Source: an optimization exercise on an open RTL-to-GDS flow (aim: small area, a short achievable clock period and few clock cycles per item). Production flows keep margins and buffers that such runs may drop. Only simulation tests tie the RTL to the original design; equivalence was not proved.

<file path="flow/standard.sh">
#!/bin/bash
# synth_recipe.tcl (not shown) runs the flow's synth.tcl, then flattens the netlist and writes it again
# the make line also repeats each setting of config.mk as NAME=value (left out here)
make -C /OpenROAD-flow-scripts/flow DESIGN_CONFIG=/design/flow/config.mk WORK_HOME=/design/flow/orfs CLKGATE_MAP_FILE= SYNTH_SCRIPT=/design/flow/synth_recipe.tcl "${@:-finish}"
</file>
<file path="flow/flow/run.sh">
#!/bin/bash
# Standard layout (bash standard.sh, its synthesis unchanged), with the ports
# buffered by buf_2 cells and timing repair aiming for a larger setup slack.
set -e
cp standard.sh standard.sh.log
export BUFFER_PORTS_ARGS="-buffer_cell sky130_fd_sc_hd__buf_2"
export SETUP_SLACK_MARGIN=9.0
bash standard.sh > standard_run.log 2>&1
</file>
<file path="flow/constraint.sdc">
create_clock -name core_clock -period 20.0 [get_ports {i_clk}]
set_input_delay 4.0000 -clock core_clock [delete_from_list [all_inputs] [get_ports {i_clk}]]
set_output_delay 4.0000 -clock core_clock [all_outputs]
set_load 0.01 [all_outputs]
</file>
<file path="flow/design.v">
`timescale 1ns / 1ps
module epoch_seconds_to_date (
    input  logic        i_clk,
    input  logic        i_rst_n,
    input  logic        start,
    output logic        busy,
    input  logic [31:0] i_epoch_seconds,
    output logic        o_done,
    output logic [11:0] o_year,
    output logic [3:0]  o_month,
    output logic [4:0]  o_day,
    output logic [4:0]  o_hour,
    output logic [5:0]  o_minute,
    output logic [5:0]  o_second
);
    localparam logic [31:0] SKIP_2100 = 32'd4107542400;
    logic [24:0] q;
    logic [0:0]  skip;
    assign q    = i_epoch_seconds[31:7];
    assign skip = i_epoch_seconds >= SKIP_2100;
    logic a1;
    logic a2;
    logic a3;
    logic a4;
    logic a5;
    logic a6;
    logic a7;
    logic a8;
    logic a9;
    logic a10;
    logic a11;
    logic a12;
    logic a13;
    logic a14;
    logic a15;
    logic a16;
    logic a17;
    logic a18;
    logic a19;
    logic a20;
    logic a21;
    logic a22;
    logic a23;
    logic a24;
    logic a25;
    logic a26;
    logic a27;
    logic a28;
    logic a29;
    logic a30;
    logic a31;
    logic a32;
    logic a33;
    logic a34;
    logic a35;
    logic a36;
    logic a37;
    logic a38;
    logic a39;
    logic a40;
    logic a41;
    logic a42;
    logic a43;
    logic a44;
    logic a45;
    logic a46;
    logic a47;
    logic a48;
    logic a49;
    logic a50;
    logic a51;
    logic a52;
    logic a53;
    logic a54;
    logic a55;
    logic a56;
    logic a57;
    logic a58;
    logic a59;
    logic a60;
    logic a61;
    logic a62;
    logic a63;
    logic a64;
    logic a65;
    logic a66;
    logic a67;
    logic a68;
    logic a69;
    logic a70;
    logic a71;
    logic a72;
    logic a73;
    logic a74;
    logic a75;
    logic a76;
    logic a77;
    logic a78;
    logic a79;
    logic a80;
    logic a81;
    logic a82;
    logic a83;
    logic a84;
    logic a85;
    logic a86;
    logic a87;
    logic a88;
    logic a89;
    logic a90;
    logic a91;
    logic a92;
    logic a93;
    logic a94;
    logic a95;
    logic a96;
    logic a97;
    logic a98;
    logic a99;
    logic a100;
    logic a101;
    logic a102;
    logic a103;
    logic a104;
    logic a105;
    logic a106;
    logic a107;
    logic a108;
    logic a109;
    logic a110;
    logic a111;
    logic a112;
    logic a113;
    logic a114;
    logic a115;
    logic a116;
    logic a117;
    logic a118;
    logic a119;
    logic a120;
    logic a121;
    logic a122;
    logic a123;
    logic a124;
    logic a125;
    logic a126;
    logic a127;
    logic a128;
    logic a129;
    logic a130;
    logic a131;
    logic [18:0] dq_a, dq_b, dq_s;
    logic [15:0] dq;
    logic a132;
    logic a133;
    logic a134;
    logic a135;
    logic a136;
    logic a137;
    logic a138;
    logic a139;
    logic [8:0] n_yq_a, n_yq_b, n_yq_s;
    logic [7:0] n_yq;
    logic a140;
    logic a141;
    logic a142;
    logic a143;
    logic a144;
    logic a145;
    logic a146;
    logic a147;
    logic a148;
    logic a149;
    logic a150;
    logic a151;
    logic a152;
    logic a153;
    logic a154;
    logic a155;
    logic a156;
    logic a157;
    logic a158;
    logic a159;
    logic a160;
    logic a161;
    logic a162;
    logic a163;
    logic a164;
    logic a165;
    logic a166;
    logic a167;
    logic a168;
    logic a169;
    logic a170;
    logic a171;
    logic a172;
    logic a173;
    logic a174;
    logic a175;
    logic a176;
    logic a177;
    logic a178;
    logic a179;
    logic a180;
    logic a181;
    logic a182;
    logic a183;
    logic a184;
    logic a185;
    logic a186;
    logic a187;
    logic a188;
    logic a189;
    logic a190;
    logic a191;
    logic a192;
    logic [10:0] n_rem0_n_a, n_rem0_n_b, n_rem0_n_s;
    logic [10:0] n_rem0_n;
    logic [10:0] n_rem0;
    logic a193;
    logic a194;
    logic a195;
    logic a196;
    logic a197;
    logic a198;
    logic a199;
    logic a200;
    logic a201;
    logic a202;
    logic a203;
    logic a204;
    logic a205;
    logic a206;
    logic a207;
    logic a208;
    logic a209;
    logic a210;
    logic a211;
    logic a212;
    logic a213;
    logic a214;
    logic a215;
    logic a216;
    logic a217;
    logic a218;
    logic a219;
    logic a220;
    logic a221;
    logic a222;
    logic a223;
    logic a224;
    logic a225;
    logic a226;
    logic a227;
    logic a228;
    logic a229;
    logic a230;
    logic a231;
    logic a232;
    logic a233;
    logic a234;
    logic a235;
    logic a236;
    logic a237;
    logic a238;
    logic a239;
    logic a240;
    logic a241;
    logic a242;
    logic a243;
    logic a244;
    logic a245;
    logic a246;
    logic a247;
    logic a248;
    logic a249;
    logic a250;
    logic a251;
    logic a252;
    logic a253;
    logic a254;
    logic a255;
    logic a256;
    logic a257;
    logic a258;
    logic a259;
    logic a260;
    logic a261;
    logic a262;
    logic a263;
    logic a264;
    logic a265;
    logic a266;
    logic a267;
    logic a268;
    logic a269;
    logic a270;
    logic a271;
    logic a272;
    logic a273;
    logic a274;
    logic a275;
    logic a276;
    logic a277;
    logic a278;
    logic a279;
    logic a280;
    logic a281;
    logic a282;
    logic a283;
    logic a284;
    logic a285;
    logic a286;
    logic a287;
    logic a288;
    logic a289;
    logic a290;
    logic a291;
    logic a292;
    logic a293;
    logic a294;
    logic a295;
    logic a296;
    logic a297;
    logic a298;
    logic a299;
    logic [12:0] n_doy0_a, n_doy0_b, n_doy0_s;
    logic [9:0] n_doy0;
    esd_ha u_a1 (.a(q[19]), .b(q[16]), .s(a1), .co(a2));
    esd_ha u_a3 (.a(q[20]), .b(q[17]), .s(a3), .co(a4));
    esd_ha u_a5 (.a(q[21]), .b(q[18]), .s(a5), .co(a6));
    esd_ha u_a7 (.a(q[22]), .b(q[19]), .s(a7), .co(a8));
    esd_fa u_a9 (.a(q[21]), .b(q[18]), .c(q[8]), .s(a9), .co(a10));
    esd_fa u_a11 (.a(q[22]), .b(q[19]), .c(q[9]), .s(a11), .co(a12));
    esd_ha u_a13 (.a(q[17]), .b(q[14]), .s(a13), .co(a14));
    esd_fa u_a15 (.a(q[23]), .b(q[20]), .c(q[10]), .s(a15), .co(a16));
    esd_fa u_a17 (.a(q[18]), .b(q[15]), .c(q[8]), .s(a17), .co(a18));
    esd_ha u_a19 (.a(q[24]), .b(q[21]), .s(a19), .co(a20));
    assign a21 = ~q[11];
    esd_fa u_a22 (.a(a1), .b(q[9]), .c(a21), .s(a22), .co(a23));
    esd_ha u_a24 (.a(q[22]), .b(q[12]), .s(a24), .co(a25));
    esd_fa u_a26 (.a(a3), .b(q[10]), .c(a2), .s(a26), .co(a27));
    esd_ha u_a28 (.a(q[23]), .b(q[13]), .s(a28), .co(a29));
    esd_fa u_a30 (.a(a5), .b(q[11]), .c(a4), .s(a30), .co(a31));
    esd_ha u_a32 (.a(q[24]), .b(q[14]), .s(a32), .co(a33));
    esd_fa u_a34 (.a(a7), .b(q[12]), .c(a6), .s(a34), .co(a35));
    esd_fa u_a36 (.a(q[23]), .b(q[20]), .c(q[13]), .s(a36), .co(a37));
    assign a38 = a8 ^ q[15];
    assign a39 = a8 & ~q[15];
    esd_fa u_a40 (.a(q[24]), .b(q[21]), .c(q[14]), .s(a40), .co(a41));
    assign a42 = ~q[17];
    esd_fa u_a43 (.a(q[22]), .b(q[15]), .c(a42), .s(a43), .co(a44));
    esd_ha u_a45 (.a(q[23]), .b(q[16]), .s(a45), .co(a46));
    esd_ha u_a47 (.a(q[24]), .b(q[17]), .s(a47), .co(a48));
    esd_ha u_a49 (.a(q[16]), .b(q[13]), .s(a49), .co(a50));
    assign a51 = ~a11;
    esd_fa u_a52 (.a(a13), .b(q[7]), .c(a51), .s(a52), .co(a53));
    assign a54 = ~a15;
    esd_fa u_a55 (.a(a17), .b(a14), .c(a54), .s(a55), .co(a56));
    assign a57 = ~a19;
    esd_fa u_a58 (.a(a22), .b(a18), .c(a57), .s(a58), .co(a59));
    assign a60 = ~a24;
    esd_fa u_a61 (.a(a26), .b(a23), .c(a60), .s(a61), .co(a62));
    assign a63 = ~a28;
    esd_fa u_a64 (.a(a30), .b(a27), .c(a63), .s(a64), .co(a65));
    assign a66 = ~a32;
    esd_fa u_a67 (.a(a34), .b(a31), .c(a66), .s(a67), .co(a68));
    assign a69 = ~a38;
    esd_fa u_a70 (.a(a36), .b(a35), .c(a69), .s(a70), .co(a71));
    esd_fa u_a72 (.a(a40), .b(q[16]), .c(a37), .s(a72), .co(a73));
    assign a74 = a43 ^ a41;
    assign a75 = a43 | a41;
    assign a76 = ~q[18];
    esd_fa u_a77 (.a(a45), .b(a44), .c(a76), .s(a77), .co(a78));
    assign a79 = ~q[19];
    esd_fa u_a80 (.a(a47), .b(a46), .c(a79), .s(a80), .co(a81));
    assign a82 = ~q[20];
    esd_fa u_a83 (.a(q[18]), .b(a48), .c(a82), .s(a83), .co(a84));
    esd_ha u_a85 (.a(a49), .b(q[6]), .s(a85), .co(a86));
    assign a87 = ~a10;
    esd_fa u_a88 (.a(a52), .b(a50), .c(a87), .s(a88), .co(a89));
    assign a90 = ~a12;
    esd_fa u_a91 (.a(a55), .b(a53), .c(a90), .s(a91), .co(a92));
    assign a93 = ~a16;
    esd_fa u_a94 (.a(a58), .b(a56), .c(a93), .s(a94), .co(a95));
    assign a96 = ~a20;
    esd_fa u_a97 (.a(a61), .b(a59), .c(a96), .s(a97), .co(a98));
    assign a99 = ~a25;
    esd_fa u_a100 (.a(a64), .b(a62), .c(a99), .s(a100), .co(a101));
    assign a102 = ~a29;
    esd_fa u_a103 (.a(a67), .b(a65), .c(a102), .s(a103), .co(a104));
    assign a105 = ~a33;
    esd_fa u_a106 (.a(a70), .b(a68), .c(a105), .s(a106), .co(a107));
    esd_fa u_a108 (.a(a72), .b(a39), .c(a71), .s(a108), .co(a109));
    assign a110 = ~a73;
    esd_fa u_a111 (.a(a74), .b(q[16]), .c(a110), .s(a111), .co(a112));
    assign a113 = a77 ^ a75;
    assign a114 = a77 | a75;
    assign a115 = a80 ^ a78;
    assign a116 = a80 | a78;
    assign a117 = a83 ^ a81;
    assign a118 = a83 | a81;
    esd_fa u_a119 (.a(q[21]), .b(q[19]), .c(a84), .s(a119), .co(a120));
    assign a121 = ~q[21];
    esd_fa u_a122 (.a(q[22]), .b(q[20]), .c(a121), .s(a122), .co(a123));
    assign a124 = ~q[22];
    esd_fa u_a125 (.a(q[23]), .b(q[21]), .c(a124), .s(a125), .co(a126));
    assign a127 = ~q[23];
    esd_fa u_a128 (.a(q[24]), .b(q[22]), .c(a127), .s(a128), .co(a129));
    assign a130 = q[23] ^ q[24];
    assign a131 = q[23] & ~q[24];
    assign dq_a = {~q[24], ~a130, a128, a125, a122, a119, ~a117, ~a115, ~a113, ~a111, a108, a106, a103, a100, a97, a94, a91, a88, a85};
    assign dq_b = {a131, a129, a126, a123, a120, a118, a116, a114, ~a112, a109, a107, a104, a101, a98, a95, a92, a89, a86, ~a9};
    assign dq_s = dq_a + dq_b;
    assign dq = dq_s[18:3];
    esd_ha u_a132 (.a(q[21]), .b(q[17]), .s(a132), .co(a133));
    esd_ha u_a134 (.a(q[22]), .b(q[18]), .s(a134), .co(a135));
    assign a136 = q[23] ^ q[19];
    assign a137 = q[23] | q[19];
    esd_ha u_a138 (.a(q[24]), .b(q[20]), .s(a138), .co(a139));
    assign n_yq_a = {1'b0, q[24], q[23], q[22], q[21], a138, ~a136, a134, a132};
    assign n_yq_b = {1'b0, 1'b0, 1'b0, 1'b0, a139, a137, a135, a133, 1'b1};
    assign n_yq_s = n_yq_a + n_yq_b;
    assign n_yq = n_yq_s[8:1];
    esd_ha u_a140 (.a(dq[7]), .b(dq[6]), .s(a140), .co(a141));
    esd_fa u_a142 (.a(dq[8]), .b(dq[7]), .c(dq[3]), .s(a142), .co(a143));
    esd_fa u_a144 (.a(dq[9]), .b(dq[8]), .c(dq[4]), .s(a144), .co(a145));
    esd_ha u_a146 (.a(dq[2]), .b(dq[0]), .s(a146), .co(a147));
    esd_fa u_a148 (.a(dq[10]), .b(dq[9]), .c(dq[5]), .s(a148), .co(a149));
    assign a150 = ~q[10];
    esd_fa u_a151 (.a(dq[3]), .b(dq[1]), .c(a150), .s(a151), .co(a152));
    esd_ha u_a153 (.a(dq[5]), .b(dq[4]), .s(a153), .co(a154));
    esd_fa u_a155 (.a(dq[6]), .b(dq[5]), .c(dq[1]), .s(a155), .co(a156));
    esd_fa u_a157 (.a(a140), .b(dq[2]), .c(dq[0]), .s(a157), .co(a158));
    esd_fa u_a159 (.a(a142), .b(dq[1]), .c(a141), .s(a159), .co(a160));
    esd_fa u_a161 (.a(a144), .b(a146), .c(a143), .s(a161), .co(a162));
    esd_fa u_a163 (.a(a148), .b(a151), .c(a145), .s(a163), .co(a164));
    esd_ha u_a165 (.a(dq[1]), .b(dq[0]), .s(a165), .co(a166));
    assign a167 = ~q[2];
    esd_fa u_a168 (.a(dq[2]), .b(dq[1]), .c(a167), .s(a168), .co(a169));
    assign a170 = ~q[3];
    esd_fa u_a171 (.a(dq[3]), .b(dq[2]), .c(a170), .s(a171), .co(a172));
    assign a173 = ~q[4];
    esd_fa u_a174 (.a(dq[4]), .b(dq[3]), .c(a173), .s(a174), .co(a175));
    assign a176 = ~q[5];
    esd_fa u_a177 (.a(a153), .b(dq[0]), .c(a176), .s(a177), .co(a178));
    assign a179 = ~q[6];
    esd_fa u_a180 (.a(a155), .b(a154), .c(a179), .s(a180), .co(a181));
    assign a182 = ~q[7];
    esd_fa u_a183 (.a(a157), .b(a156), .c(a182), .s(a183), .co(a184));
    assign a185 = ~q[8];
    esd_fa u_a186 (.a(a159), .b(a158), .c(a185), .s(a186), .co(a187));
    assign a188 = ~q[9];
    esd_fa u_a189 (.a(a161), .b(a160), .c(a188), .s(a189), .co(a190));
    esd_fa u_a191 (.a(a163), .b(a147), .c(a162), .s(a191), .co(a192));
    assign n_rem0_n_a = {a191, a189, a186, a183, a180, a177, a174, a171, a168, a165, ~q[0]};
    assign n_rem0_n_b = {a190, a187, a184, a181, a178, a175, a172, a169, a166, ~q[1], dq[0]};
    assign n_rem0_n_s = n_rem0_n_a + n_rem0_n_b;
    assign n_rem0_n = n_rem0_n_s[10:0];
    assign n_rem0 = ~n_rem0_n;
    esd_ha u_a193 (.a(n_yq[3]), .b(n_yq[1]), .s(a193), .co(a194));
    esd_ha u_a195 (.a(n_yq[4]), .b(n_yq[2]), .s(a195), .co(a196));
    esd_ha u_a197 (.a(n_yq[5]), .b(n_yq[3]), .s(a197), .co(a198));
    esd_ha u_a199 (.a(n_yq[6]), .b(n_yq[4]), .s(a199), .co(a200));
    esd_fa u_a201 (.a(n_yq[7]), .b(n_yq[5]), .c(n_yq[2]), .s(a201), .co(a202));
    assign a203 = n_yq[0] ^ n_yq[2];
    assign a204 = n_yq[0] | n_yq[2];
    esd_ha u_a205 (.a(n_yq[2]), .b(n_yq[0]), .s(a205), .co(a206));
    esd_ha u_a207 (.a(n_yq[5]), .b(n_yq[7]), .s(a207), .co(a208));
    assign a209 = ~n_yq[6];
    esd_fa u_a210 (.a(a195), .b(a194), .c(a209), .s(a210), .co(a211));
    esd_fa u_a212 (.a(a197), .b(n_yq[0]), .c(a196), .s(a212), .co(a213));
    esd_fa u_a214 (.a(a199), .b(n_yq[1]), .c(a198), .s(a214), .co(a215));
    assign a216 = ~n_yq[0];
    esd_fa u_a217 (.a(a201), .b(a200), .c(a216), .s(a217), .co(a218));
    esd_ha u_a219 (.a(a203), .b(skip[0]), .s(a219), .co(a220));
    esd_fa u_a221 (.a(n_yq[1]), .b(n_yq[3]), .c(a204), .s(a221), .co(a222));
    assign a223 = ~n_yq[0];
    esd_fa u_a224 (.a(n_yq[2]), .b(n_yq[4]), .c(a223), .s(a224), .co(a225));
    assign a226 = ~n_yq[1];
    esd_fa u_a227 (.a(n_yq[3]), .b(n_yq[5]), .c(a226), .s(a227), .co(a228));
    assign a229 = ~a205;
    esd_fa u_a230 (.a(n_yq[4]), .b(n_yq[6]), .c(a229), .s(a230), .co(a231));
    assign a232 = ~a207;
    esd_fa u_a233 (.a(a193), .b(a206), .c(a232), .s(a233), .co(a234));
    assign a235 = ~a210;
    esd_ha u_a236 (.a(a208), .b(a235), .s(a236), .co(a237));
    assign a238 = ~n_yq[7];
    esd_fa u_a239 (.a(a212), .b(a211), .c(a238), .s(a239), .co(a240));
    assign a241 = a214 ^ a213;
    assign a242 = a214 | a213;
    assign a243 = a217 ^ a215;
    assign a244 = a217 | a215;
    esd_ha u_a245 (.a(a94), .b(a92), .s(a245), .co(a246));
    esd_fa u_a247 (.a(a97), .b(a95), .c(a220), .s(a247), .co(a248));
    assign a249 = ~a224;
    esd_fa u_a250 (.a(a100), .b(a98), .c(a249), .s(a250), .co(a251));
    assign a252 = ~a227;
    esd_fa u_a253 (.a(a103), .b(a101), .c(a252), .s(a253), .co(a254));
    assign a255 = ~a230;
    esd_fa u_a256 (.a(a106), .b(a104), .c(a255), .s(a256), .co(a257));
    esd_fa u_a258 (.a(a108), .b(a107), .c(a233), .s(a258), .co(a259));
    assign a260 = ~a111;
    esd_fa u_a261 (.a(a109), .b(a234), .c(a260), .s(a261), .co(a262));
    esd_fa u_a263 (.a(a113), .b(a112), .c(a237), .s(a263), .co(a264));
    assign a265 = ~a115;
    esd_fa u_a266 (.a(a114), .b(a240), .c(a265), .s(a266), .co(a267));
    assign a268 = ~a117;
    esd_fa u_a269 (.a(a116), .b(a242), .c(a268), .s(a269), .co(a270));
    esd_ha u_a271 (.a(a245), .b(a219), .s(a271), .co(a272));
    assign a273 = ~a221;
    esd_fa u_a274 (.a(a247), .b(a246), .c(a273), .s(a274), .co(a275));
    assign a276 = ~a222;
    esd_fa u_a277 (.a(a250), .b(a248), .c(a276), .s(a277), .co(a278));
    assign a279 = ~a225;
    esd_fa u_a280 (.a(a253), .b(a251), .c(a279), .s(a280), .co(a281));
    assign a282 = ~a228;
    esd_fa u_a283 (.a(a256), .b(a254), .c(a282), .s(a283), .co(a284));
    assign a285 = ~a231;
    esd_fa u_a286 (.a(a258), .b(a257), .c(a285), .s(a286), .co(a287));
    assign a288 = ~a236;
    esd_fa u_a289 (.a(a261), .b(a259), .c(a288), .s(a289), .co(a290));
    assign a291 = ~a263;
    esd_fa u_a292 (.a(a239), .b(a262), .c(a291), .s(a292), .co(a293));
    assign a294 = ~a266;
    esd_fa u_a295 (.a(a241), .b(a264), .c(a294), .s(a295), .co(a296));
    assign a297 = ~a243;
    esd_fa u_a298 (.a(a269), .b(a267), .c(a297), .s(a298), .co(a299));
    assign n_doy0_a = {a298, ~a295, a292, a289, a286, a283, a280, a277, a274, a271, a91, a88, a85};
    assign n_doy0_b = {~a296, a293, a290, a287, a284, a281, a278, a275, a272, 1'b1, a89, a86, ~a9};
    assign n_doy0_s = n_doy0_a + n_doy0_b;
    assign n_doy0 = n_doy0_s[12:3];
    logic        r_vld;
    logic [10:0] r_rem0;
    logic [9:0]  r_doy0;
    logic [7:0]  r_yq;
    logic [6:0]  r_s7;        
    always_ff @(posedge i_clk) begin
        if (!i_rst_n) r_vld <= 1'b0;
        else          r_vld <= start;
    end
    always_ff @(posedge i_clk) begin
        r_rem0 <= n_rem0;
        r_doy0 <= n_doy0;
        r_yq   <= n_yq;
        r_s7   <= i_epoch_seconds[6:0];
    end
    logic        negr;
    logic        negy;
    logic        lz;
    logic        wrap;
    logic [8:0]  doyb;
    logic [8:0]  base;
    logic [8:0]  doy;         
    logic [3:0]  mp;          
    logic [8:0]  mstart;
    logic        jf;          
    logic [11:0] year_m1, year_0, year_p1;
    assign negr = r_rem0[10];
    assign negy = r_doy0[9];
    assign lz   = r_yq[1:0] == 2'd0;
    assign doyb = r_doy0[8:0] + 9'd365 + 9'(lz);
    assign base = negy ? doyb : r_doy0[8:0];
    assign wrap = negr && (base == 9'd0);
    assign doy  = wrap ? 9'd364 + 9'(lz) : base - 9'(negr);
    assign year_m1 = 12'd1967 + 12'(r_yq);
    assign year_0  = 12'd1968 + 12'(r_yq);
    assign year_p1 = 12'd1969 + 12'(r_yq);
    always_comb begin
        mp = 4'd0;
        if (doy >= 9'd31)  mp = 4'd1;
        if (doy >= 9'd61)  mp = 4'd2;
        if (doy >= 9'd92)  mp = 4'd3;
        if (doy >= 9'd122) mp = 4'd4;
        if (doy >= 9'd153) mp = 4'd5;
        if (doy >= 9'd184) mp = 4'd6;
        if (doy >= 9'd214) mp = 4'd7;
        if (doy >= 9'd245) mp = 4'd8;
        if (doy >= 9'd275) mp = 4'd9;
        if (doy >= 9'd306) mp = 4'd10;
        if (doy >= 9'd337) mp = 4'd11;
        case (mp)
            4'd0:    mstart = 9'd0;
            4'd1:    mstart = 9'd31;
            4'd2:    mstart = 9'd61;
            4'd3:    mstart = 9'd92;
            4'd4:    mstart = 9'd122;
            4'd5:    mstart = 9'd153;
            4'd6:    mstart = 9'd184;
            4'd7:    mstart = 9'd214;
            4'd8:    mstart = 9'd245;
            4'd9:    mstart = 9'd275;
            4'd10:   mstart = 9'd306;
            default: mstart = 9'd337;
        endcase
    end
    logic [13:0] u;
    logic [15:0] x;
    logic w1;
    logic w2;
    logic w3;
    logic w4;
    logic w5;
    logic w6;
    logic w7;
    logic w8;
    logic w9;
    logic w10;
    logic w11;
    logic w12;
    logic w13;
    logic w14;
    logic w15;
    logic w16;
    logic w17;
    logic w18;
    logic w19;
    logic w20;
    logic w21;
    logic w22;
    logic w23;
    logic w24;
    logic w25;
    logic w26;
    logic w27;
    logic w28;
    logic w29;
    logic w30;
    logic w31;
    logic w32;
    logic w33;
    logic w34;
    logic w35;
    logic w36;
    logic w37;
    logic w38;
    logic w39;
    logic w40;
    logic w41;
    logic w42;
    logic w43;
    logic w44;
    logic w45;
    logic w46;
    logic w47;
    logic w48;
    logic w49;
    logic w50;
    logic w51;
    logic w52;
    logic w53;
    logic w54;
    logic w55;
    logic w56;
    logic w57;
    logic w58;
    logic w59;
    logic w60;
    logic w61;
    logic w62;
    logic w63;
    logic w64;
    logic w65;
    logic w66;
    logic w67;
    logic w68;
    logic w69;
    logic w70;
    logic w71;
    logic w72;
    logic w73;
    logic w74;
    logic w75;
    logic [13:0] h0_a, h0_b, h0_s;
    logic [4:0] h0;
    logic w76;
    logic w77;
    logic w78;
    logic w79;
    logic w80;
    logic w81;
    logic w82;
    logic w83;
    logic w84;
    logic w85;
    logic w86;
    logic w87;
    logic w88;
    logic w89;
    logic w90;
    logic w91;
    logic w92;
    logic w93;
    logic w94;
    logic w95;
    logic w96;
    logic w97;
    logic w98;
    logic w99;
    logic w100;
    logic w101;
    logic w102;
    logic w103;
    logic w104;
    logic w105;
    logic w106;
    logic w107;
    logic w108;
    logic w109;
    logic w110;
    logic w111;
    logic w112;
    logic w113;
    logic w114;
    logic w115;
    logic w116;
    logic w117;
    logic w118;
    logic w119;
    logic w120;
    logic w121;
    logic w122;
    logic w123;
    logic w124;
    logic w125;
    logic w126;
    logic w127;
    logic w128;
    logic w129;
    logic w130;
    logic w131;
    logic w132;
    logic w133;
    logic w134;
    logic w135;
    logic w136;
    logic w137;
    logic w138;
    logic w139;
    logic w140;
    logic w141;
    logic w142;
    logic [11:0] mt0_a, mt0_b, mt0_s;
    logic [5:0] mt0;
    assign u = {r_rem0, r_s7[6:4]};
    assign x = {r_rem0, r_s7[6:2]};
    esd_ha u_w1 (.a(u[9]), .b(u[7]), .s(w1), .co(w2));
    esd_fa u_w3 (.a(u[10]), .b(u[8]), .c(u[7]), .s(w3), .co(w4));
    esd_ha u_w5 (.a(u[3]), .b(u[0]), .s(w5), .co(w6));
    esd_fa u_w7 (.a(u[11]), .b(u[9]), .c(u[8]), .s(w7), .co(w8));
    esd_ha u_w9 (.a(u[4]), .b(u[1]), .s(w9), .co(w10));
    esd_fa u_w11 (.a(u[12]), .b(u[10]), .c(u[9]), .s(w11), .co(w12));
    esd_ha u_w13 (.a(u[5]), .b(u[2]), .s(w13), .co(w14));
    esd_fa u_w15 (.a(u[11]), .b(u[10]), .c(u[6]), .s(w15), .co(w16));
    assign w17 = ~u[3];
    esd_ha u_w18 (.a(u[13]), .b(w17), .s(w18), .co(w19));
    esd_fa u_w20 (.a(u[12]), .b(u[11]), .c(u[7]), .s(w20), .co(w21));
    esd_fa u_w22 (.a(u[12]), .b(u[8]), .c(u[5]), .s(w22), .co(w23));
    esd_ha u_w24 (.a(w1), .b(u[6]), .s(w24), .co(w25));
    esd_fa u_w26 (.a(w3), .b(w5), .c(w2), .s(w26), .co(w27));
    esd_fa u_w28 (.a(w7), .b(w9), .c(w4), .s(w28), .co(w29));
    esd_fa u_w30 (.a(w11), .b(w13), .c(w8), .s(w30), .co(w31));
    esd_fa u_w32 (.a(w15), .b(w12), .c(w14), .s(w32), .co(w33));
    assign w34 = ~u[4];
    esd_fa u_w35 (.a(w20), .b(w16), .c(w34), .s(w35), .co(w36));
    esd_fa u_w37 (.a(w22), .b(w21), .c(u[4]), .s(w37), .co(w38));
    esd_fa u_w39 (.a(u[9]), .b(u[6]), .c(w23), .s(w39), .co(w40));
    esd_ha u_w41 (.a(u[10]), .b(u[7]), .s(w41), .co(w42));
    esd_ha u_w43 (.a(u[11]), .b(u[8]), .s(w43), .co(w44));
    esd_ha u_w45 (.a(u[12]), .b(u[9]), .s(w45), .co(w46));
    esd_ha u_w47 (.a(w24), .b(u[2]), .s(w47), .co(w48));
    assign w49 = w26 ^ w25;
    assign w50 = w26 | w25;
    esd_fa u_w51 (.a(w28), .b(w6), .c(w27), .s(w51), .co(w52));
    esd_fa u_w53 (.a(w30), .b(w10), .c(w29), .s(w53), .co(w54));
    assign w55 = ~w18;
    esd_fa u_w56 (.a(w32), .b(w31), .c(w55), .s(w56), .co(w57));
    assign w58 = ~w19;
    esd_fa u_w59 (.a(w35), .b(w33), .c(w58), .s(w59), .co(w60));
    assign w61 = ~u[13];
    esd_fa u_w62 (.a(w37), .b(w36), .c(w61), .s(w62), .co(w63));
    assign w64 = ~u[13];
    esd_fa u_w65 (.a(w39), .b(w38), .c(w64), .s(w65), .co(w66));
    assign w67 = w41 ^ w40;
    assign w68 = w41 | w40;
    assign w69 = w43 ^ w42;
    assign w70 = w43 | w42;
    assign w71 = w45 ^ w44;
    assign w72 = w45 | w44;
    assign w73 = ~u[13];
    esd_fa u_w74 (.a(u[10]), .b(w46), .c(w73), .s(w74), .co(w75));
    assign h0_a = {~u[12], ~u[11], w74, ~w71, ~w69, ~w67, w65, w62, w59, w56, w53, w51, ~w49, w47};
    assign h0_b = {u[11], w75, w72, w70, w68, w66, w63, w60, w57, w54, w52, w50, w48, ~u[13]};
    assign h0_s = h0_a + h0_b;
    assign h0 = h0_s[13:9];
    esd_ha u_w76 (.a(x[11]), .b(x[7]), .s(w76), .co(w77));
    esd_ha u_w78 (.a(x[12]), .b(x[8]), .s(w78), .co(w79));
    esd_ha u_w80 (.a(x[13]), .b(x[9]), .s(w80), .co(w81));
    esd_ha u_w82 (.a(x[14]), .b(x[10]), .s(w82), .co(w83));
    esd_fa u_w84 (.a(x[11]), .b(x[7]), .c(x[3]), .s(w84), .co(w85));
    esd_ha u_w86 (.a(x[12]), .b(x[8]), .s(w86), .co(w87));
    esd_ha u_w88 (.a(x[13]), .b(x[9]), .s(w88), .co(w89));
    esd_ha u_w90 (.a(x[14]), .b(x[10]), .s(w90), .co(w91));
    esd_ha u_w92 (.a(x[14]), .b(x[10]), .s(w92), .co(w93));
    assign w94 = ~x[15];
    esd_fa u_w95 (.a(w76), .b(x[3]), .c(w94), .s(w95), .co(w96));
    esd_fa u_w97 (.a(w78), .b(x[4]), .c(x[0]), .s(w97), .co(w98));
    esd_fa u_w99 (.a(w80), .b(x[5]), .c(x[1]), .s(w99), .co(w100));
    esd_fa u_w101 (.a(w82), .b(x[6]), .c(x[2]), .s(w101), .co(w102));
    assign w103 = ~x[15];
    esd_fa u_w104 (.a(w84), .b(w83), .c(w103), .s(w104), .co(w105));
    esd_fa u_w106 (.a(w86), .b(x[4]), .c(w85), .s(w106), .co(w107));
    esd_fa u_w108 (.a(w88), .b(x[5]), .c(w87), .s(w108), .co(w109));
    esd_fa u_w110 (.a(w90), .b(x[6]), .c(w89), .s(w110), .co(w111));
    esd_fa u_w112 (.a(x[11]), .b(x[7]), .c(w91), .s(w112), .co(w113));
    esd_ha u_w114 (.a(x[12]), .b(x[8]), .s(w114), .co(w115));
    esd_ha u_w116 (.a(x[13]), .b(x[9]), .s(w116), .co(w117));
    esd_ha u_w118 (.a(w92), .b(x[6]), .s(w118), .co(w119));
    assign w120 = w95 ^ w93;
    assign w121 = w95 | w93;
    esd_fa u_w122 (.a(w97), .b(w77), .c(w96), .s(w122), .co(w123));
    esd_fa u_w124 (.a(w99), .b(w79), .c(w98), .s(w124), .co(w125));
    esd_fa u_w126 (.a(w101), .b(w81), .c(w100), .s(w126), .co(w127));
    assign w128 = w104 ^ w102;
    assign w129 = w104 | w102;
    assign w130 = w106 ^ w105;
    assign w131 = w106 | w105;
    assign w132 = w108 ^ w107;
    assign w133 = w108 | w107;
    assign w134 = w110 ^ w109;
    assign w135 = w110 | w109;
    assign w136 = ~x[15];
    esd_fa u_w137 (.a(w112), .b(w111), .c(w136), .s(w137), .co(w138));
    assign w139 = w114 ^ w113;
    assign w140 = w114 | w113;
    assign w141 = w116 ^ w115;
    assign w142 = w116 | w115;
    assign mt0_a = {~w141, ~w139, w137, ~w134, ~w132, ~w130, ~w128, w126, w124, w122, ~w120, w118};
    assign mt0_b = {w140, w138, w135, w133, w131, w129, w127, w125, w123, w121, w119, x[2]};
    assign mt0_s = mt0_a + mt0_b;
    assign mt0 = mt0_s[11:6];
    assign busy     = 1'b0;
    assign o_done   = r_vld;
    assign jf       = doy >= 9'd306;
    assign o_year   = (jf == (negy || wrap)) ? year_0 : (jf ? year_p1 : year_m1);
    assign o_month  = jf ? mp - 4'd9 : mp + 4'd3;
    assign o_day    = 5'(doy) - 5'(mstart) + 5'd1;
    assign o_hour   = h0 + (negr ? 5'd24 : 5'd0);
    assign o_minute = mt0 + {h0[3:0], 2'b00};
    assign o_second = {x[3:0] + mt0[3:0], r_s7[1:0]};
endmodule
module esd_fa (
    input  logic a,
    input  logic b,
    input  logic c,
    output logic s,
    output logic co
);
    assign s  = a ^ b ^ c;
    assign co = (a & b) | (a & c) | (b & c);
endmodule
module esd_ha (
    input  logic a,
    input  logic b,
    output logic s,
    output logic co
);
    assign s  = a ^ b;
    assign co = a & b;
endmodule
</file>
<file path="flow/config.mk">
export PLATFORM = sky130hd
export DESIGN_NAME = epoch_seconds_to_date
export DESIGN_NICKNAME = epoch_seconds_to_date
export VERILOG_FILES = /design/flow/design.v
export SDC_FILE = /design/flow/constraint.sdc
export NUM_CORES = 4
export LEC_CHECK = 0
export CAP_MARGIN = 20
export CORE_MARGIN = 2
export CORE_UTILIZATION = 40
export SLEW_MARGIN = 20
export SYNTH_HIERARCHICAL = 1
</file>
==> results.sh, run 1 <==
export IMPL_critPathLaunch="r_yq[0]$_DFF_P_"
export IMPL_synth_area_um2=8440
export IMPL_avgSynthCellArea_um2=9.60
export IMPL_grt_use_total_pct=16.6
export IMPL_fin_tns_setup_ps=0
export IMPL_fin_nets=1260
export IMPL_htreeDepth=2
export IMPL_final_cell_area_um2=9250
export IMPL_antennaDiodeCount=0
export IMPL_rsz0062_at_grt="false"
export IMPL_fin_crit_sh_pct=51.9
export IMPL_min_path_type="in2reg"
export IMPL_firstDrtPassIters=4
export IMPL_required_ps=16000
export IMPL_cts_setup_buffers=0
export IMPL_cp_arrival_ps=6380
export IMPL_cts_buffers=5
export IMPL_final_cell_mix="inv_1 (161), ha_1 (157), fa_1 (119)"
export IMPL_setup_viol=0
export IMPL_cts_sinks=37
export IMPL_async_flop_share_pct=0
export IMPL_core_um2=20900
export IMPL_cp_max_fo=10
export IMPL_start_util_pct=40.4
export IMPL_port_buffers=73
export IMPL_crit_end="o_day[4]"
export IMPL_gr_usage_met1_pct=22.8
export IMPL_status="finished clean"
export IMPL_yosys_cell_types_count=81
export IMPL_drv_slew=0
export IMPL_grt_pass1_vias=6409
export IMPL_ys_ff_latch=37
export IMPL_finalCriticalPeriod_ps=10380
export IMPL_dieArea_um2=22300
export IMPL_yosysTopAreaCell="fa_1"
export IMPL_ant_nets=0
export IMPL_drt_iter0_markers=255
export IMPL_placed_area_um2=9070
export IMPL_slew_headroom_pct=49.9
export IMPL_dp_final_hpwl_um=14900
export IMPL_yosys_top_cells_area="fa_1 (28%), ha_1 (23%), dfxtp_1 (8.8%), inv_1 (7.2%), xnor2_1 (5.0%)"
export IMPL_synth_edf_count=0
export IMPL_multi_input_area_um2=7020
export IMPL_viasPerCell=4.96
export IMPL_gr_usage_met3_pct=1.47
export IMPL_die_h_um=149
export IMPL_worstSetupPathType="reg2out"
export IMPL_fillers=2049
export IMPL_grt_pass1_wl_um=30200
export IMPL_synthCells=879
export IMPL_fmax_ghz=0.0963
export IMPL_drive_gt1_share_pct=11.4
export IMPL_grt_overflow=0
export IMPL_clkTransAtPathRegs_ps=70
export IMPL_layout_setup_ws_ps=9620
export IMPL_antenna_found_initial=0
export IMPL_yosys_area_top_type_share_pct=28.2
export IMPL_cts_root_buf="clkbuf_16"
export IMPL_grt_max_degree=24
export IMPL_ys_flop_type="dfxtp_1"
export IMPL_grt_busiest_layer="met2"
export IMPL_finalHoldViolations=0
export IMPL_seq_area_frac_synth_pct=8.78
export IMPL_stdcell_count=1225
export IMPL_vias=6077
export IMPL_pre_cts_ws_ps=9440
export IMPL_wl_um=17100
export IMPL_yosysWarningCount=7
export IMPL_maxCapViolCount=0
export IMPL_pin_count=75
export IMPL_cts_tree="done"
export IMPL_endpoint_kind="primary output"
export IMPL_regArea_um2=741
export IMPL_gp_congestion=0.891
export IMPL_clk_path_buf_depth=2
export IMPL_areaGrowthSynthToFinish_pct=9.69
export IMPL_num_rows=53
export IMPL_layout_commonest_cell="inv_1"
export IMPL_wl_per_cell_um=13.9
export IMPL_setup_worst_path_start_class="flop"
export IMPL_die_w_um=149
export IMPL_tightest_slew_ps=746
export IMPL_placed_cells=1217
export IMPL_synth_nets=1190
export IMPL_met2_usage_pct=28.6
export IMPL_drc=0
[per-stage QoR]
| step | util, % | hold WS [ps] |
|---|---|---|
| final | 44.3 | 3810 |
| after global routing | 44.3 | 3800 |
| after CTS | 44.2 | 3800 |
| after detailed placement | 43.4 | 4100 |
| after global placement | 43.4 | 4100 |
| after floorplan | - | 4030 |
[modules after synthesis, one instance, submodules excluded]
module	flops+latches	cell area, um^2
epoch_seconds_to_date	37	5540
esd_fa	0	20.0
esd_ha	0	12.5
[routing by layer]
metal / vias to the layer above / wire [um] / share of wire, %
met4: 0 / 284 / 1.7
met3: 20 / 382 / 2.2
met2: 94 / 8160 / 48
met5: - / 0 / 0
li1: 3065 / - / -
met1: 2898 / 8250 / 48
[critical path, cell delays in order (launching register included)]
cell and delay (ps):
dfxtp_1 300, inv_1 150, nand2_1 140, ha_1 200, inv_1 50, ha_1 350
nor4bb_1 120, o31ai_2 400, and4bb_2 300, xnor2_1 530, nand2_1 250, a311oi_2 460
a211oi_1 100, o22ai_1 280, o22a_1 270, ha_1 200, inv_1 50, nor2_1 200
a21oi_1 60, mux2i_1 170, ha_1 270, ha_1 300, a21o_1 180, a21oi_1 180
xnor2_1 150, xnor2_1 160, xnor2_1 140, buf_2 150
[final cells by class]
cell class              count  share of cell area [%]
clock inverters             2                   0.419
repair buffers             74                    4.03
well taps                 275                    3.72
clock buffers               6                    1.39
multi-input cells         669                    75.9
flip-flops and latches     37                    8.01
inverters                 162                    6.57
[logic make-up after synthesis]
group | count (synthesis) | share of synthesized area, %
AND/OR/NAND/NOR | 162 | 10.1
flip-flops | 37 | 8.78
multiplexers | 10 | 1.22
other | 1 | 0.0445
AO/OA/AOI/OAI | 148 | 12.6
adder cells (fa/ha/maj) | 276 | 51.5
buffers and inverters | 173 | 8.13
XOR/XNOR | 72 | 7.65
[state kept, by name (all words and copies together) (netlist names)]
signal / cells
r_vld: 1
r_yq: 8
r_rem0: 11
r_s7: 7
r_doy0: 10
[how the worst min path moves through the flow]
stage                                  start         endpoint  slack [ps]  depth (start not counted)
after global placement    i_epoch_seconds[2]  r_s7[2]$_DFF_P_        4100                          1
after CTS                 i_epoch_seconds[2]  r_s7[2]$_DFF_P_        3800                          1
after global routing      i_epoch_seconds[3]  r_s7[3]$_DFF_P_        3800                          1
final                     i_epoch_seconds[2]  r_s7[2]$_DFF_P_        3810                          1
after floorplan           i_epoch_seconds[0]  r_s7[0]$_DFF_P_        4030                          0
after detailed placement  i_epoch_seconds[6]  r_s7[6]$_DFF_P_        4100                          1
[cell usage after synthesis, types with 5 or more instances]
| library cell | n |
|---|---|
| o21ai_0 | 29 |
| nor2_1 | 44 |
| fa_1 | 119 |
| a21o_1 | 11 |
| nand3_1 | 10 |
| o211ai_1 | 7 |
| nand2b_1 | 15 |
| xnor2_1 | 48 |
| o21a_1 | 12 |
| nor3_1 | 15 |
| nor4_1 | 6 |
| nand3b_1 | 5 |
| inv_1 | 161 |
| or3_1 | 7 |
| dfxtp_1 | 37 |
| a31oi_1 | 6 |
| nor2b_1 | 7 |
| a211oi_1 | 5 |
| xor2_1 | 22 |
| ha_1 | 157 |
| mux2i_1 | 8 |
| a21oi_1 | 32 |
| nand2_1 | 33 |
[repair_timing]
action	4_1_cts	5_1_grt
hold buffers	0	0
gates resized for setup	0	2
endpoints found under the setup margin	0	1
Testbench counts, summed over its fixed seeds: cycles 3,208, items 3,200.
==> run 2: changes to the inputs <==
--- a/flow/flow/run.sh
+++ b/flow/flow/run.sh
@@ -5,4 +5,4 @@
 cp standard.sh standard.sh.log
 export BUFFER_PORTS_ARGS="-buffer_cell sky130_fd_sc_hd__buf_2"
-export SETUP_SLACK_MARGIN=9.0
+export SETUP_SLACK_MARGIN=9.3
 bash standard.sh > standard_run.log 2>&1
==> results.sh, run 2 <==
export IMPL_cts_tree="done"
export IMPL_dieArea_um2=22300
export IMPL_synthCells=879
export IMPL_final_cell_mix="inv_1 (161), ha_1 (156), fa_1 (119)"
export IMPL_async_flop_share_pct=0
export IMPL_grt_max_degree=24
export IMPL_core_um2=20900
export IMPL_fin_tns_setup_ps=0
export IMPL_synth_edf_count=0
export IMPL_wl_per_cell_um=14.0
export IMPL_hold_buffers=0
export IMPL_pin_count=75
export IMPL_die_h_um=149
export IMPL_finalCriticalPeriod_ps=10240
export IMPL_multi_input_area_um2=7060
export IMPL_drv_slew=0
export IMPL_worst_path_largest_cell_delay_ps=470
export IMPL_grt_pass1_wl_um=30200
export IMPL_min_path_type="in2reg"
export IMPL_yosys_cell_types_count=81
export IMPL_drc=0
export IMPL_slew_headroom_pct=47.6
export IMPL_fillers=2050
export IMPL_synth_nets=1190
export IMPL_layout_setup_ws_ps=9760
export IMPL_die_w_um=149
export IMPL_clk_path_buf_depth=2
export IMPL_endpoint_kind="primary output"
export IMPL_fmax_ghz=0.0976
export IMPL_clkTransAtPathRegs_ps=70
export IMPL_firstDrtPassIters=4
export IMPL_grt_use_total_pct=16.6
export IMPL_ys_flop_type="dfxtp_1"
export IMPL_synth_commonest_cells="inv_1 (161), ha_1 (157), fa_1 (119), xnor2_1 (48), nor2_1 (44)"
export IMPL_wl_um=17100
export IMPL_viasPerCell=4.97
export IMPL_gp_congestion=0.891
export IMPL_yosys_top_cells_area="fa_1 (28%), ha_1 (23%), dfxtp_1 (8.8%), inv_1 (7.2%), xnor2_1 (5.0%)"
export IMPL_avgSynthCellArea_um2=9.60
export IMPL_tightest_slew_ps=785
export IMPL_maxCapViolCount=0
export IMPL_port_buffers=73
export IMPL_grt_pass1_vias=6409
export IMPL_dp_final_hpwl_um=14900
export IMPL_seq_area_frac_synth_pct=8.78
export IMPL_ant_nets=0
export IMPL_layout_commonest_cell="inv_1"
export IMPL_fin_nets=1261
export IMPL_yosysTopAreaCell="fa_1"
export IMPL_largest_registers="r_rem0: 11 flops, r_doy0: 10 flops, r_yq: 8 flops"
export IMPL_pre_cts_ws_ps=9440
export IMPL_worstSetupPathType="reg2out"
export IMPL_cts_root_buf="clkbuf_16"
export IMPL_yosys_area_top_type_share_pct=28.2
export IMPL_drt_iter0_markers=228
export IMPL_cts_sinks=37
export IMPL_setup_worst_path_start_class="flop"
export IMPL_htreeDepth=2
export IMPL_rsz0062_at_grt="true"
export IMPL_areaGrowthSynthToFinish_pct=10.2
export IMPL_ys_ff_latch=37
export IMPL_largest_register_ffs=11
export IMPL_drive_gt1_share_pct=11.9
export IMPL_setup_viol=0
export IMPL_vias=6094
export IMPL_finalHoldViolations=0
export IMPL_cp_arrival_ps=6240
export IMPL_fin_crit_sh_pct=51.2
export IMPL_grt_overflow=0
export IMPL_required_ps=16000
export IMPL_yosysMostFrequentCell="inv_1"
export IMPL_antenna_found_initial=0
export IMPL_start_util_pct=40.4
export IMPL_regArea_um2=741
export IMPL_top_register="r_rem0"
export IMPL_antennaDiodeCount=0
export IMPL_synth_area_um2=8440
export IMPL_yosysWarningCount=7
export IMPL_cts_buffers=5
export IMPL_status="finished clean"
export IMPL_cp_max_fo=10
export IMPL_cp_slowest_cell="o41ai_2"
export IMPL_num_rows=53
==> run 2: changes by cell type in the layout (fill, tap and decap cells not counted), sizes merged <==
| cell | previous run | this run |
|---|---|---|
| buf | 74 | 75 |
==> run 2: modules after synthesis, one instance, submodules excluded <==
module                 cell area, um^2  flops+latches  cells inside  times used
epoch_seconds_to_date             5540             37           715           1
esd_ha                            12.5              0             1          51
esd_fa                            20.0              0             1         113
==> run 2: final timing paths <==
kind,end,depth (start not counted),startpoint,slack [ps]
setup / recovery,o_day[4],28,r_yq[0]$_DFF_P_,9760
hold / removal,r_s7[2]$_DFF_P_,1,i_epoch_seconds[2],3810
==> run 2: cells by family (layout without fill, tap and decap cells) <==
logic type | after synthesis | count (layout) | synth area share, %
adder cells (fa/ha/maj) | 276 | 276 | 51.5
buffers and inverters | 173 | 245 | 8.13
AND/OR/NAND/NOR | 162 | 162 | 10.1
AO/OA/AOI/OAI | 148 | 148 | 12.6
XOR/XNOR | 72 | 72 | 7.65
flip-flops | 37 | 37 | 8.78
multiplexers | 10 | 10 | 1.22
other | 1 | 1 | 0.0445
==> run 2: layout make-up <==
type                            count  area share, %
Clock buffer                        6           1.39
Clock inverter                      2          0.417
Inverter                          162           6.54
Multi-Input combinational cell    669           75.9
Sequential cell                    37           7.97
Tap cell                          275           3.70
Timing Repair Buffer               75           4.09
==> run 2: metal layers <==
| metal | up-vias | part of all wire (%) | global-route usage (%) |
|---|---|---|---|
| li1 | 3066 | - | - |
| met5 | - | 0 | 0 |
| met2 | 96 | 48 | 28.6 |
| met3 | 22 | 2.5 | 1.47 |
| met4 | 0 | 1.8 | 3.76 |
| met1 | 2910 | 48 | 22.8 |
==> run 2: worst max-delay path, delay by kind of cell (launching register included) <==
family,cells,cell delay [ps]
AND/OR/NAND/NOR,4,970
flip-flops,1,300
XOR/XNOR,4,620
multiplexers,1,170
adder cells (fa/ha/maj),5,1250
AO/OA/AOI/OAI,9,2150
buffers and inverters,5,520
==> run 2: metrics by stage <==
stage               util (%)  area (um^2)  cells  hold WS [ps]
floorplan                  -         8440    879          4030
global placement        43.4         9070   1217          4100
finish                  44.5         9300   1226          3810
global route            44.5         9300   1226          3800
detailed placement      43.4         9070   1217          4100
CTS                     44.2         9240   1225          3800
==> run 2: timing repair <==
item,4_1_cts,5_1_grt
setup endpoints to repair,0,4
hold endpoints to repair,0,0
buffers inserted,0,1
resized for setup,0,9
==> run 3: changes to the inputs <==
--- a/flow/config.mk
+++ b/flow/config.mk
@@ -8,5 +8,6 @@
 export CAP_MARGIN = 20
 export CORE_MARGIN = 2
-export CORE_UTILIZATION = 40
+export CORE_UTILIZATION = 65
+export PLACE_DENSITY = 0.8
 export SLEW_MARGIN = 20
 export SYNTH_HIERARCHICAL = 1
==> results.sh, run 3 <==
export IMPL_worstSetupPathType="in2reg"
export IMPL_setup_worst_path_start_class="input port"
export IMPL_vias=6259
export IMPL_grt_overflow=0
export IMPL_setup_viol=0
export IMPL_cpMostUsedCell="fa_1"
export IMPL_cts_buffers=5
export IMPL_fin_crit_sh_pct=51.8
export IMPL_core_um2=12700
export IMPL_maxCapViolCount=0
export IMPL_async_flop_share_pct=0
export IMPL_viasPerCell=5.58
export IMPL_wl_per_cell_um=15.2
export IMPL_seq_area_frac_synth_pct=8.78
export IMPL_cp_arrival_ps=10580
export IMPL_port_buffers=73
export IMPL_synthCells=879
export IMPL_firstDrtPassIters=5
export IMPL_die_h_um=118
export IMPL_ant_nets=0
export IMPL_drive_gt1_share_pct=12.0
export IMPL_htreeDepth=2
export IMPL_tightest_slew_ps=788
export IMPL_finalHoldViolations=0
export IMPL_cts_root_buf="clkbuf_16"
export IMPL_clk_path_buf_depth=2
export IMPL_grt_use_total_pct=25.4
export IMPL_synth_area_um2=8440
export IMPL_fillers=956
export IMPL_pin_count=75
export IMPL_dieArea_um2=13900
export IMPL_synth_commonest_cells="inv_1 (161), ha_1 (157), fa_1 (119), xnor2_1 (48), nor2_1 (44)"
export IMPL_yosysTopAreaCell="fa_1"
export IMPL_rsz0062_at_grt="false"
export IMPL_hold_buffers=0
export IMPL_cts_tree="done"
export IMPL_layout_commonest_cell="inv_1"
export IMPL_largest_registers="r_rem0: 11 flops, r_doy0: 10 flops, r_yq: 8 flops"
export IMPL_grt_pass1_vias=6325
export IMPL_worst_path_largest_cell_delay_ps=550
export IMPL_dp_final_hpwl_um=14300
export IMPL_cp_max_fo=10
export IMPL_top_register="r_rem0"
export IMPL_drt_iter0_markers=227
export IMPL_yosys_cell_types_count=81
export IMPL_fmax_ghz=0.0964
export IMPL_fin_nets=1260
export IMPL_required_ps=20210
export IMPL_largest_register_ffs=11
export IMPL_crit_buf_inv=2
export IMPL_cp_slowest_cell="fa_1"
export IMPL_ys_ff_latch=37
export IMPL_wl_um=17000
export IMPL_crit_chain="buf_2 -> fa_1 -> inv_1 -> fa_1 -> fa_1 -> ha_1 -> and3b_1 -> o21ai_0 -> a21boi_0 -> o21a_1 -> o21a_1 -> o41a_1 -> a41o_1 -> o21ai_0 -> nand2b_1 -> xor2_1 -> fa_1 -> fa_1 -> fa_1 -> ha_1 -> a21oi_1 -> xnor2_1"
export IMPL_cts_sinks=37
export IMPL_hold_ws_ps=3820
export IMPL_endpoint_kind="flop"
export IMPL_start_util_pct=66.6
export IMPL_avgSynthCellArea_um2=9.60
export IMPL_antennaDiodeCount=0
export IMPL_status="finished clean"
export IMPL_num_rows=41
export IMPL_yosysMostFrequentCell="inv_1"
export IMPL_crit_family="adder cells"
export IMPL_areaGrowthSynthToFinish_pct=9.06
export IMPL_drc=0
export IMPL_grt_pass1_wl_um=29100
export IMPL_synth_edf_count=0
export IMPL_yosys_top_cells_area="fa_1 (28%), ha_1 (23%), dfxtp_1 (8.8%), inv_1 (7.2%), xnor2_1 (5.0%)"
export IMPL_die_w_um=118
export IMPL_synth_nets=1190
export IMPL_clkTransAtPathRegs_ps=60
export IMPL_antenna_found_initial=0
export IMPL_slew_headroom_pct=47.3
export IMPL_grt_max_degree=24
export IMPL_finalCriticalPeriod_ps=10370
export IMPL_final_cell_mix="inv_1 (161), ha_1 (156), fa_1 (119)"
export IMPL_min_path_type="in2reg"
export IMPL_yosysWarningCount=7
export IMPL_gp_congestion=0.925
export IMPL_drv_slew=0
export IMPL_fin_tns_setup_ps=0
export IMPL_ys_flop_type="dfxtp_1"
export IMPL_yosys_area_top_type_share_pct=28.2
-- run 3: cell counts after synthesis --
No cell type changed its count.
-- run 3: cell families after synthesis --
logic type	Yosys count	synth area share (%)
AND/OR/NAND/NOR	162	10.1
adder cells (fa/ha/maj)	276	51.5
flip-flops	37	8.78
buffers and inverters	173	8.13
other	1	0.0445
AO/OA/AOI/OAI	148	12.6
XOR/XNOR	72	7.65
multiplexers	10	1.22
-- run 3: cell type report --
class	count	area [um^2]	share of cell area, %
multi-input combinational	669	7070	76.9
sequential	37	741	8.05
inverter	162	608	6.61
timing repair buffer	74	373	4.05
tap	172	215	2.34
clock buffer	5	125	1.36
clock inverter	3	65.1	0.707
-- run 3: stage by stage --
| stage | setup WS, ps | cells | utilization (%) | instance area (um^2) |
|---|---|---|---|---|
| after detailed placement | 9290 | 1113 | 70.5 | 8940 |
| after global routing | 9340 | 1122 | 72.6 | 9200 |
| final | 9630 | 1122 | 72.6 | 9200 |
| after floorplan | 9970 | 879 | - | 8440 |
| after CTS | 9450 | 1121 | 72.0 | 9130 |
| after global placement | 9530 | 1113 | 70.5 | 8940 |
-- run 3: final timing paths --
check	startpoint	to	slack [ps]	cells past startpoint
worst min-delay path	i_epoch_seconds[2]	r_s7[2]$_DFF_P_	3820	1
worst max-delay path	i_epoch_seconds[29]	r_rem0[10]$_DFF_P_	9630	22
-- run 3: routing by layer --
metal | vias up | global-route usage (%) | routed length (um)
li1 | 3069 | - | -
met1 | 3002 | 33.0 | 7550
met2 | 158 | 44.6 | 8450
met3 | 30 | 2.96 | 605
met4 | 0 | 7.68 | 407
met5 | - | 0 | 0
-- run 3: what timing repair did --
| item | 4_1_cts | 5_1_grt |
|---|---|---|
| buffers inserted | 0 | 1 |
| resized for setup | 0 | 10 |
| setup endpoints to repair | 0 | 3 |
| hold endpoints to repair | 0 | 0 |
-- run 3: Yosys stat by module (local to each module, per instance) --
module,cells,cell area [um^2]
esd_ha,1,12.5
epoch_seconds_to_date,715,5540
esd_fa,1,20.0
==> run 4: changes to the inputs <==
==> flow/flow/run.sh (replaced) <==
#!/bin/bash
# Standard layout (bash standard.sh, its synthesis unchanged), with the ports
# buffered by buf_1 cells and timing repair aiming for a larger setup slack.
set -e
cp standard.sh standard.sh.log
export BUFFER_PORTS_ARGS="-buffer_cell sky130_fd_sc_hd__buf_1"
export SETUP_SLACK_MARGIN=10.0
bash standard.sh > standard_run.log 2>&1
--- a/flow/config.mk
+++ b/flow/config.mk
@@ -8,6 +8,5 @@
 export CAP_MARGIN = 20
 export CORE_MARGIN = 2
-export CORE_UTILIZATION = 65
-export PLACE_DENSITY = 0.8
+export CORE_UTILIZATION = 40
 export SLEW_MARGIN = 20
 export SYNTH_HIERARCHICAL = 1
==> results.sh, run 4 <==
export IMPL_status="finished clean"
export IMPL_ys_ff_latch=37
export IMPL_min_to="r_s7[0]$_DFF_P_"
export IMPL_die_h_um=149
export IMPL_synth_edf_count=0
export IMPL_finalCriticalPeriod_ps=9860
export IMPL_drt_iter0_markers=187
export IMPL_stdcell_count=1266
export IMPL_grt_overflow=0
export IMPL_viasPerCell=4.92
export IMPL_clkTransAtPathRegs_ps=70
export IMPL_yosys_top_cells_area="fa_1 (28%), ha_1 (23%), dfxtp_1 (8.8%), inv_1 (7.2%), xnor2_1 (5.0%)"
export IMPL_tightest_slew_ps=775
export IMPL_dieArea_um2=22300
export IMPL_placed_cells=1217
export IMPL_cts_root_buf="clkbuf_16"
export IMPL_wl_per_cell_um=14.4
export IMPL_largest_registers="r_rem0: 11 flops, r_doy0: 10 flops, r_yq: 8 flops"
export IMPL_placed_area_um2=8980
export IMPL_vias=6229
export IMPL_start_util_pct=40.4
export IMPL_ant_nets=0
export IMPL_setup_worst_path_start_class="input port"
export IMPL_drc=0
export IMPL_yosysTopAreaCell="fa_1"
export IMPL_synth_nets=1190
export IMPL_synth_commonest_cells="inv_1 (161), ha_1 (157), fa_1 (119), xnor2_1 (48), nor2_1 (44)"
export IMPL_cts_buffers=5
export IMPL_wl_um=18200
export IMPL_min_path_type="in2reg"
export IMPL_hold_path_startpoint="i_epoch_seconds[0]"
export IMPL_maxCapViolCount=0
export IMPL_required_ps=20220
export IMPL_pin_count=75
export IMPL_yosysMostFrequentCell="inv_1"
export IMPL_core_um2=20900
export IMPL_yosys_cell_types_count=81
export IMPL_dp_final_hpwl_um=14700
export IMPL_grt_pass1_wl_um=29900
export IMPL_top_register="r_rem0"
export IMPL_largest_register_ffs=11
export IMPL_rsz0062_at_grt="false"
export IMPL_fin_crit_sh_pct=49.3
export IMPL_yosysWarningCount=7
export IMPL_num_rows=53
export IMPL_grt_pass1_vias=6244
export IMPL_firstDrtPassIters=4
export IMPL_yosys_area_top_type_share_pct=28.2
export IMPL_synth_area_um2=8440
export IMPL_fin_tns_setup_ps=0
export IMPL_layout_commonest_cell="inv_1"
export IMPL_async_flop_share_pct=0
export IMPL_avgSynthCellArea_um2=9.60
export IMPL_slew_headroom_pct=48.0
export IMPL_fmax_ghz=0.101
export IMPL_drv_slew=0
export IMPL_areaGrowthSynthToFinish_pct=17.5
export IMPL_cp_arrival_ps=10070
export IMPL_grt_max_degree=24
export IMPL_min_path_cells=1
export IMPL_cp_max_fo=10
export IMPL_hold_ws_ps=3790
export IMPL_grt_use_total_pct=16.5
export IMPL_endpoint_kind="flop"
export IMPL_die_w_um=149
export IMPL_final_cell_mix="inv_1 (159), ha_1 (150), fa_1 (119)"
export IMPL_cts_tree="done"
export IMPL_synthCells=879
export IMPL_antennaDiodeCount=0
export IMPL_antenna_found_initial=0
export IMPL_setup_viol=0
export IMPL_htreeDepth=2
export IMPL_final_cell_area_um2=9910
export IMPL_hold_buffers=0
export IMPL_worstSetupPathType="in2reg"
export IMPL_finalHoldViolations=0
export IMPL_ys_flop_type="dfxtp_1"
export IMPL_fillers=1992
export IMPL_port_buffers=73
export IMPL_gp_congestion=0.865
export IMPL_clk_path_buf_depth=2
export IMPL_drive_gt1_share_pct=14.0
export IMPL_seq_area_frac_synth_pct=8.78
export IMPL_fin_nets=1301
export IMPL_cts_sinks=37
[run 4: layout make-up]
type                       count  area (um^2)  share of cell area (%)
multi-input combinational    669         7420                    74.9
clock buffer                   6          139                    1.40
sequential                    37          743                    7.50
timing repair buffer         115          614                    6.20
inverter                     162          608                    6.14
clock inverter                 2         37.5                   0.379
tap                          275          344                    3.47
[run 4: metal layers]
metal	vias to the layer above	wire, um	track usage, %
met5	-	0	0
met4	0	243	3.14
met3	21	546	1.65
met2	119	9030	28.5
met1	2937	8420	22.7
li1	3152	-	-
[run 4: worst max-delay path by stage]
stage                        start                  to  depth (start not counted)  slack (ps)
3_5_place_dp   i_epoch_seconds[29]  r_rem0[10]$_DFF_P_                         22        9330
4_1_cts            r_yq[0]$_DFF_P_            o_day[4]                         28        9980
2_1_floorplan  i_epoch_seconds[29]  r_rem0[10]$_DFF_P_                         21       10070
5_1_grt            r_yq[0]$_DFF_P_            o_day[4]                         32        9870
6_report       i_epoch_seconds[29]  r_rem0[10]$_DFF_P_                         22       10140
3_3_place_gp   i_epoch_seconds[29]  r_rem0[10]$_DFF_P_                         22        9470
[run 4: cells by family (layout without fill, tap and decap cells)]
kind of cell | after synthesis | after routing | share of synthesized area [%]
adder cells (fa/ha/maj) | 276 | 276 | 51.5
buffers and inverters | 173 | 285 | 8.13
AND/OR/NAND/NOR | 162 | 162 | 10.1
AO/OA/AOI/OAI | 148 | 148 | 12.6
XOR/XNOR | 72 | 72 | 7.65
flip-flops | 37 | 37 | 8.78
multiplexers | 10 | 10 | 1.22
other | 1 | 1 | 0.0445
[run 4: timing repair]
action | CTS | global route
setup endpoints to repair | 6 | 5
buffers inserted | 12 | 29
gates resized for setup | 28 | 66
endpoints found under the hold margin | 0 | 0
pin swaps | 7 | 46
gates cloned | 0 | 0
[run 4: per-module statistics from Yosys (local to each module, per instance)]
module                 copies in the design  flip-flops and latches  cells  cell area (um^2)
epoch_seconds_to_date                     1                      37    715              5540
esd_fa                                  113                       0      1              20.0
esd_ha                                   51                       0      1              12.5
[run 4: worst max-delay path, stage by stage]
cell      delay [ps]
buf_6            130
fa_1             530
inv_1             60
fa_1             570
fa_1             430
ha_1             270
and3b_1          190
o21ai_2          220
a21boi_2         100
o21a_1           210
o21a_1           220
o41a_1           420
a41o_1           280
nor2_2           180
xnor2_2          110
fa_1             560
fa_1             430
fa_1             540
ha_4             220
a21o_1           160
a21oi_2          130
xnor2_1          120
[run 4: metrics by stage]
| step | setup WS (ps) | util, % |
|---|---|---|
| 5_1_grt | 9870 | 47.4 |
| 4_1_cts | 9980 | 45.0 |
| 2_1_floorplan | 10070 | - |
| 3_5_place_dp | 9330 | 43.0 |
| 6_report | 10140 | 47.4 |
| 3_3_place_gp | 9470 | 43.0 |

-- separate check: timing with driven ports --
In the flow no input, the clock included, has a driving cell. The finished layouts below were timed again as built, in two steps. Step 1 assumes that a clkbuf_16 drives the clock port and a buf_2 every other input. Step 2 times the ports against the registers' clock, not the clock port: input delays grow and output delays shrink by t, the midpoint of the rising clock arrivals with the driver on. Slacks: ideal ports / drivers / drivers and shift; pairs: ideal ports / drivers.
| run | t, ns | setup WS [ns] | hold slack, ns | slew at the worst register clock pin (ns) |
|---|---|---|---|---|
| run 1 | 0.322 | 9.616 / 9.578 / 9.431 | 3.806 / 3.788 / 4.110 | 0.07 / 0.07 |
| run 2 | 0.322 | 9.756 / 9.718 / 9.558 | 3.806 / 3.787 / 4.109 | 0.07 / 0.07 |
| run 3 | 0.318 | 9.631 / 9.648 / 9.331 | 3.815 / 3.800 / 4.118 | 0.06 / 0.06 |
| run 4 | 0.326 | 10.142 / 10.137 / 9.823 | 3.790 / 3.775 / 4.101 | 0.07 / 0.07 |
After both steps setup and hold are still met in every run listed. For run 4, which loses most, drivers alone change the setup slack by -0.005 ns; drivers and shift together by -0.319 ns.
